From an optimization exercise on the open Yosys and OpenROAD flow, aimed at small area and a short achievable clock period; shortcuts taken in it are not production practice. The RTL was checked by simulation tests, not by an equivalence proof against the original design. Power and IR drop assume default switching activity.

--- flow/run.sh ---
#!/bin/bash
# synth_recipe.tcl (not shown) runs the flow's synth.tcl, then flattens the netlist and writes it again
# the make line also repeats each setting of config.mk as NAME=value (left out here)
make -C /OpenROAD-flow-scripts/flow DESIGN_CONFIG=/design/flow/config.mk WORK_HOME=/design/flow/orfs CLKGATE_MAP_FILE= SYNTH_SCRIPT=/design/flow/synth_recipe.tcl finish
--- flow/config.mk ---
export PLATFORM = sky130hd
export DESIGN_NAME = enigmaMachine
export DESIGN_NICKNAME = enigmaMachine
export VERILOG_FILES = /design/flow/design.v
export SDC_FILE = /design/flow/constraint.sdc
export NUM_CORES = 4
export LEC_CHECK = 0
export CAP_MARGIN = 20
export CORE_MARGIN = 2
export CORE_UTILIZATION = 20
export SLEW_MARGIN = 20
--- flow/constraint.sdc ---
create_clock -name core_clock -period 30.0 [get_ports {load}]
set_input_delay 6.0000 -clock core_clock [delete_from_list [all_inputs] [get_ports {load}]]
set_output_delay 6.0000 -clock core_clock [all_outputs]
set_load 0.01 [all_outputs]
--- flow/design.v ---
`default_nettype none
package enigmaPkg;
    typedef logic [8-1:0] asciiChar;
    typedef logic [26-1:0] letterOneHot;
    typedef logic [5-1:0] rotorPos;
endpackage
`default_nettype wire
`timescale 1ns/1ps
`default_nettype none
module letterDecoder (
    input  enigmaPkg::asciiChar    keyChar,
    output enigmaPkg::letterOneHot letter,
    output logic                   isLetter
);
    always_comb begin
        letter = '0;
        for (int i = 0; i < 26; i++) begin
            if (keyChar == enigmaPkg::asciiChar'(65 + i)) begin
                letter[i] = 1'b1;
            end
        end
    end
    assign isLetter = |letter;
endmodule
`default_nettype wire
`timescale 1ns/1ps
`default_nettype none
module letterEncoder (
    input  enigmaPkg::letterOneHot letter,
    output enigmaPkg::asciiChar    encodedChar
);
    always_comb begin
        encodedChar = '0;
        for (int i = 0; i < 26; i++) begin
            if (letter[i]) begin
                encodedChar = encodedChar | enigmaPkg::asciiChar'(65 + i);
            end
        end
    end
endmodule
`default_nettype wire
`timescale 1ns/1ps
`default_nettype none
module plugBoard (
    input  enigmaPkg::letterOneHot forwardIn,
    input  enigmaPkg::letterOneHot backwardIn,
    output enigmaPkg::letterOneHot forwardOut,
    output enigmaPkg::letterOneHot backwardOut
);
    localparam logic [5*26-1:0] sourceContact = {
        5'd9, 5'd2, 5'd17, 5'd1, 5'd8, 5'd0, 5'd15, 5'd18, 5'd20,
        5'd23, 5'd7, 5'd24, 5'd22, 5'd14, 5'd19, 5'd13, 5'd25, 5'd21,
        5'd16, 5'd3, 5'd6, 5'd11, 5'd5, 5'd12, 5'd10, 5'd4
    };
    for (genvar i = 0; i < 26; i++) begin : gPlug
        assign forwardOut[i] = forwardIn[sourceContact[5*i +: 5]];
        assign backwardOut[sourceContact[5*i +: 5]] = backwardIn[i];
    end
endmodule
`default_nettype wire
`timescale 1ns/1ps
`default_nettype none
module rotorWheel #(
    parameter int rotorType = 1
) (
    input  logic                   load,
    input  logic                   reset,
    input  logic                   setPositions,
    input  logic                   stepIn,
    input  enigmaPkg::rotorPos     startPosition,
    input  enigmaPkg::letterOneHot forwardIn,
    input  enigmaPkg::letterOneHot backwardIn,
    output enigmaPkg::letterOneHot forwardOut,
    output enigmaPkg::letterOneHot backwardOut,
    output logic                   carryOut
);
    localparam logic [5*26-1:0] wiringType1 = {
        5'd1, 5'd24, 5'd16, 5'd19, 5'd5, 5'd6, 5'd10, 5'd4, 5'd8,
        5'd11, 5'd13, 5'd14, 5'd3, 5'd15, 5'd25, 5'd9, 5'd18, 5'd23,
        5'd20, 5'd22, 5'd2, 5'd0, 5'd17, 5'd21, 5'd12, 5'd7
    };
    localparam logic [5*26-1:0] wiringType2 = {
        5'd23, 5'd11, 5'd16, 5'd21, 5'd10, 5'd3, 5'd13, 5'd15, 5'd18,
        5'd24, 5'd22, 5'd14, 5'd9, 5'd25, 5'd20, 5'd1, 5'd0, 5'd2,
        5'd5, 5'd8, 5'd17, 5'd12, 5'd6, 5'd7, 5'd4, 5'd19
    };
    localparam logic [5*26-1:0] wiringType3 = {
        5'd12, 5'd14, 5'd10, 5'd17, 5'd11, 5'd22, 5'd9, 5'd23, 5'd8,
        5'd24, 5'd7, 5'd25, 5'd13, 5'd21, 5'd5, 5'd20, 5'd4, 5'd16,
        5'd3, 5'd18, 5'd2, 5'd15, 5'd1, 5'd6, 5'd0, 5'd19
    };
    enigmaPkg::rotorPos     position;
    enigmaPkg::rotorPos     loadPosition;
    enigmaPkg::letterOneHot innerFwd;
    enigmaPkg::letterOneHot wiredFwd;
    enigmaPkg::letterOneHot innerBack;
    enigmaPkg::letterOneHot wiredBack;
    function automatic enigmaPkg::letterOneHot rotateBack(
        input enigmaPkg::letterOneHot contacts,
        input enigmaPkg::rotorPos     amount
    );
        logic [2*26-1:0] doubled;
        logic [2*26-1:0] shifted;
        doubled = {contacts, contacts};
        shifted = doubled >> amount;
        rotateBack = shifted[26-1:0];
    endfunction
    function automatic enigmaPkg::letterOneHot rotateForward(
        input enigmaPkg::letterOneHot contacts,
        input enigmaPkg::rotorPos     amount
    );
        logic [2*26-1:0] doubled;
        logic [2*26-1:0] shifted;
        doubled = {contacts, contacts};
        shifted = doubled >> (26 - amount);
        rotateForward = shifted[26-1:0];
    endfunction
    assign innerFwd   = rotateBack(forwardIn, position);
    assign forwardOut = rotateForward(wiredFwd, position);
    assign innerBack   = rotateBack(backwardIn, position);
    assign backwardOut = rotateForward(wiredBack, position);
    for (genvar i = 0; i < 26; i++) begin : gWire
        localparam int src = (rotorType == 2) ? int'(wiringType2[5*i +: 5]) :
                             (rotorType == 3) ? int'(wiringType3[5*i +: 5]) : int'(wiringType1[5*i +: 5]);
        assign wiredFwd[i]   = innerFwd[src];
        assign wiredBack[src] = innerBack[i];
    end
    assign loadPosition = (startPosition >= enigmaPkg::rotorPos'(26)) ?
                          enigmaPkg::rotorPos'(startPosition - 26) :
                          startPosition;
    assign carryOut = stepIn && (position == enigmaPkg::rotorPos'(26 - 1));
    always_ff @(posedge load) begin
        if (reset) begin
            position <= '0;
        end else if (setPositions) begin
            position <= loadPosition;
        end else if (stepIn) begin
            position <= carryOut ? '0 : position + 1'b1;
        end
    end
endmodule
`default_nettype wire
`timescale 1ns/1ps
`default_nettype none
module reflector (
    input  enigmaPkg::letterOneHot contactsIn,
    output enigmaPkg::letterOneHot contactsOut
);
    localparam logic [5*26-1:0] partner = {
        5'd19, 5'd0, 5'd9, 5'd21, 5'd22, 5'd2, 5'd25, 5'd5, 5'd1,
        5'd4, 5'd8, 5'd12, 5'd10, 5'd14, 5'd6, 5'd13, 5'd23, 5'd15,
        5'd3, 5'd11, 5'd18, 5'd16, 5'd7, 5'd20, 5'd17, 5'd24
    };
    for (genvar i = 0; i < 26; i++) begin : gReflect
        assign contactsOut[i] = contactsIn[partner[5*i +: 5]];
    end
endmodule
`default_nettype wire
`timescale 1ns/1ps
`default_nettype none
module enigmaMachine (
    input  logic                load,
    input  logic                reset,
    input  logic                keyValid,
    input  logic                setPositions,
    input  enigmaPkg::asciiChar keyChar,
    input  enigmaPkg::rotorPos  startPosition1,
    input  enigmaPkg::rotorPos  startPosition2,
    input  enigmaPkg::rotorPos  startPosition3,
    output logic                outValid,
    output enigmaPkg::asciiChar outChar
);
    enigmaPkg::letterOneHot keyLetter;
    enigmaPkg::letterOneHot plugToRotor1;
    enigmaPkg::letterOneHot rotor1ToRotor2;
    enigmaPkg::letterOneHot rotor2ToRotor3;
    enigmaPkg::letterOneHot rotor3ToReflector;
    enigmaPkg::letterOneHot reflectorToRotor3;
    enigmaPkg::letterOneHot rotor3ToRotor2;
    enigmaPkg::letterOneHot rotor2ToRotor1;
    enigmaPkg::letterOneHot rotor1ToPlug;
    enigmaPkg::letterOneHot cipherLetter;
    enigmaPkg::asciiChar    cipherChar;
    logic                   isLetter;
    logic                   keyAccepted;
    logic                   step1;
    logic                   carry1;
    logic                   carry2;
    assign keyAccepted = keyValid && !setPositions;
    assign step1       = keyAccepted && isLetter;
    letterDecoder decoder (
        .keyChar  (keyChar),
        .letter   (keyLetter),
        .isLetter (isLetter)
    );
    plugBoard plugs (
        .forwardIn   (keyLetter),
        .backwardIn  (rotor1ToPlug),
        .forwardOut  (plugToRotor1),
        .backwardOut (cipherLetter)
    );
    rotorWheel #(.rotorType(1)) rotor1 (
        .load          (load),
        .reset         (reset),
        .setPositions  (setPositions),
        .stepIn        (step1),
        .startPosition (startPosition1),
        .forwardIn     (plugToRotor1),
        .backwardIn    (rotor2ToRotor1),
        .forwardOut    (rotor1ToRotor2),
        .backwardOut   (rotor1ToPlug),
        .carryOut      (carry1)
    );
    rotorWheel #(.rotorType(2)) rotor2 (
        .load          (load),
        .reset         (reset),
        .setPositions  (setPositions),
        .stepIn        (carry1),
        .startPosition (startPosition2),
        .forwardIn     (rotor1ToRotor2),
        .backwardIn    (rotor3ToRotor2),
        .forwardOut    (rotor2ToRotor3),
        .backwardOut   (rotor2ToRotor1),
        .carryOut      (carry2)
    );
    rotorWheel #(.rotorType(3)) rotor3 (
        .load          (load),
        .reset         (reset),
        .setPositions  (setPositions),
        .stepIn        (carry2),
        .startPosition (startPosition3),
        .forwardIn     (rotor2ToRotor3),
        .backwardIn    (reflectorToRotor3),
        .forwardOut    (rotor3ToReflector),
        .backwardOut   (rotor3ToRotor2),
        .carryOut      ()
    );
    reflector turnaround (
        .contactsIn  (rotor3ToReflector),
        .contactsOut (reflectorToRotor3)
    );
    letterEncoder encoder (
        .letter      (cipherLetter),
        .encodedChar (cipherChar)
    );
    always_ff @(posedge load) begin
        if (reset) begin
            outValid <= 1'b0;
            outChar  <= '0;
        end else begin
            outValid <= keyAccepted;
            if (keyAccepted) begin
                outChar <= isLetter ? cipherChar : keyChar;
            end
        end
    end
endmodule
`default_nettype wire
==> results.cfg <==
[worst_setup_path]
end_kind = register
critPathMaxStageDelay_ps = 1040
crit_buf_inv = 23
r2r_slack_ps = 6310
crit_path_max_fanout = 19
cp.required_ps = 30180
crit_slowest_cell = clkdlybuf4s50_1
crit_top_cell = buf_4
cp-start-kind = input pin
rr_worst_depth = 76
worst_ep_arrival_time_ps = 28840
r2r-start = rotor1.position[4]
crit_type = input pin to register
crit_family = compound AO/OA/AOI/OAI gates
r2r-end = outChar[3]

[layout]
utilization_pct = 30.43
nets = 9253
layout-drive-gt1-share_pct = 32.52
n_fill_cell = 24710
area_growth_pct = 51.22

[synth]
synthCells = 7163
yosysTopAreaCellShare_pct = 7.526
synth_compound_area_share_pct = 54.91
synthTopCellsByArea = nand2_1 7.5%, nor2_1 7.2%, a21oi_1 5.8%
synthesis.nets = 7199
synthSimpleGateAreaFrac_pct = 36.00
yosysSeqAreaShare_pct = 1.098
synth_cell_types = 138
ys_ff_latch = 24
synth_edf_count = 0
syn-cell-area_um2 = 43740
synthXorXnorAreaFrac_pct = 0.5950
yosys-top-cells-count = 877 x nand2_1, 844 x nor2_1, 509 x a21oi_1
synth.largest_area_cell = nand2_1
synthAdderAreaFrac_pct = 0.2574
synth_ff_type = dfxtp_1
ys_async_sr_fraction_pct = 0
muxShareOfSynthArea_pct = 1.496
yosysMostFrequentCell = nand2_1
synth-warning-count = 6
syn_avg_cell_area_um2 = 6.107
synth_top_family_by_area = compound AO/OA/AOI/OAI gates

[clock_network]
clock_sink_count = 24
worstSkewPairLatency_ps = 320
clockRootBuffer = clkbuf_16
cts_buffer_depth = 2
cts_tree = yes
clk_pin_slew_ps = 110
ctsHoldBuffers = 0
cts_buffers = 3
ctsResizeCount = 0
post_cts_buffers = 0
ctsHtreeMaxLevel = 1

[hold_path]
min_from = outChar[5]
hold_path_depth = 2
min_path_type = register to register
whs_endpoint = outChar[5]

[routing]
dr.first_iter.drc_count = 17670
dr_wl_met3_um = 91980
drtAntennaViolNets = 0
firstDrtPassIters = 10
post-route-drc-count = 0
top_layer_used = met5
via_per_inst = 7.111
met1_length_um = 239500
wl_um = 568700
wl_per_cell_um = 46.96
vias = 86110
dr_wl_met2_um = 206200

[timing]
setup_viol = 0
max_freq_ghz = 0.03489
clock-skew-final_ps = 14.03
rsz0062_at_grt = no
slew_violations = 0
worst_pin_slew_ps = 1331
slew_headroom_pct = 11.15
fin_crit_sh_pct = 95.53
final.setup.tns_ps = 0
hold_viol_final = 0
post-route-min-period_ps = 28660

[floorplanning]
coreArea_um2 = 217400
start_util_pct = 20.12
die-width_um = 471.7
rows = 171
io-pin-count = 36
fp.dieH_um = 471.7
die-area_um2 = 222500

[pwr]
switching_share_pct = 62.53
combinationalPowerShare_pct = 98.2
power_frac_clock_pct = 1.0
p_leak_nw = 25.58
internal-power_w = 0.001821
p_per_area_nw_per_um2 = 73.48
p_switching_w = 0.003039
ir_worst_vdd_uv = 28.05
p_seq_share_pct = 0.8

[placed_design]
place_congestion = 1.117
port_buffers = 35
place_hpwl_um = 461500

[global_routing]
globalRoute.totalOverflow = 0
grt_antenna_before_repair = 69
grt_max_degree = 77
grt_pass1_vias = 79450
grt_pass1_wl_um = 746200
grt_usage_pct = 48.35

[status]
status = no timing/DRC/antenna violations

[flow_run]
max_cap_viol_count = 0
## power groups by stage
stage | logic (W) | registers, W | clock network [W]
finish | 0.00477 | 0.0000413 | 0.0000486
global route | 0.00476 | 0.0000411 | 0.0000506
CTS | 0.00446 | 0.0000407 | 0.0000502
detailed placement | 0.00444 | 0.0000414 | 0
global placement | 0.00454 | 0.0000415 | 0
floorplan | 0.00158 | 0.0000364 | 0
## kinds of logic (layout without fill, tap and decap cells)
kind of cell | Yosys count | after routing
DFF | 24 | 24
and+or+nand+nor | 3225 | 3225
adders and majority gates | 9 | 9
AOI/OAI and AO/OA | 3211 | 3211
other | 0 | 39
buffers and inverters | 613 | 2666
muxes | 53 | 53
xor gates and xnor gates | 28 | 28
## worst register-to-register path, delay by kind of cell (launching register included)
family	cells	cell delay, ps
flops	1	760
simple gates	15	5210
buf+inv	24	4900
compound gates	37	12680
## placed cells by master (no fill, tap or decap), types with 49 or more instances in the layout
cell / n
nor3_1: 294
o2111ai_1: 117
a211oi_1: 211
and2_1: 50
nand3_1: 387
o22ai_1: 174
and3_1: 57
a221oi_1: 117
nor2_1: 787
o221ai_1: 131
o32ai_1: 66
a22oi_1: 131
nor4_1: 130
buf_4: 2529
nand2_1: 870
or3_1: 49
a31oi_1: 147
o31ai_1: 102
o21ai_0: 337
a21oi_1: 509
o21ai_1: 118
a32oi_1: 119
nor2_2: 55
o211ai_1: 183
nand4_1: 207
a2111oi_0: 54
## sequential cells by signal, summed over array words and instances, names as in the netlist
register	count
rotor3.position	5
outChar	8
outValid	1
rotor2.position	5
rotor1.position	5
## layout make-up
cell class	count	area [um2]	share of cell area, %
antenna	39	97.59	0.1475
clock buffer	3	75.07	0.1135
clock inverter	1	30.03	0.04540
inverter	54	207.7	0.3140
multi-input combinational	6526	41480	62.71
sequential	24	509.2	0.7699
tap	2854	3571	5.399
timing repair buffer	2608	20180	30.51
## how the worst max path moves through the flow
stage,from,cells past startpoint,to,slack [ps]
2_1_floorplan,keyChar[0],57,outChar[4],9710
3_3_place_gp,keyChar[3],74,outChar[3],2140
3_5_place_dp,keyChar[4],75,outChar[3],2170
4_1_cts,keyChar[4],75,outChar[3],2450
5_1_grt,keyChar[4],74,outChar[3],1300
6_report,keyChar[3],74,outChar[3],1340
## per-layer routing
layer / up-vias / track usage, %
li1: 33670 / -
met1: 42790 / 65.88
met2: 7967 / 62.28
met3: 1636 / 24.22
met4: 40 / 20.67
met5: - / 0
## stage by stage
step / hold slack, ps / cell area, um2 / cells / power [W] / worst slack (ps)
after detailed placement: 449.8 / 65910 / 12060 / 0.004486 / 2174
after global routing: 477.7 / 66050 / 12070 / 0.004850 / 1300
after floorplan: 470.4 / 43740 / 7163 / 0.001612 / 9706
after CTS: 464.8 / 66010 / 12070 / 0.004554 / 2446
final: 470.4 / 66150 / 12110 / 0.004861 / 1340
after global placement: 447.5 / 65890 / 12060 / 0.004580 / 2141

## afterwards: timing with drivers on the ports
In the flow no input, the clock included, has a driving cell. The finished layout below was timed again as built, in two steps. Step 1: set_driving_cell puts a clkbuf_16 on load and a buf_2 on each other input, an assumption about the parent block. Step 2, shift: input delay + t, output delay - t, t = (earliest + latest rising clock arrival at the registers) / 2. This alone moves slack from input paths to output paths. Three values: no drivers, after step 1, after step 2; two values: the first two.
t (ns): 0.362
setup WS [ns]: 1.340 / 1.358 / 0.996
worst hold slack (ns): 0.470 / 0.470 / 0.470
After both steps this run still meets setup and hold. For this run, drivers alone change the setup slack by +0.018 ns; drivers and shift together by -0.344 ns.
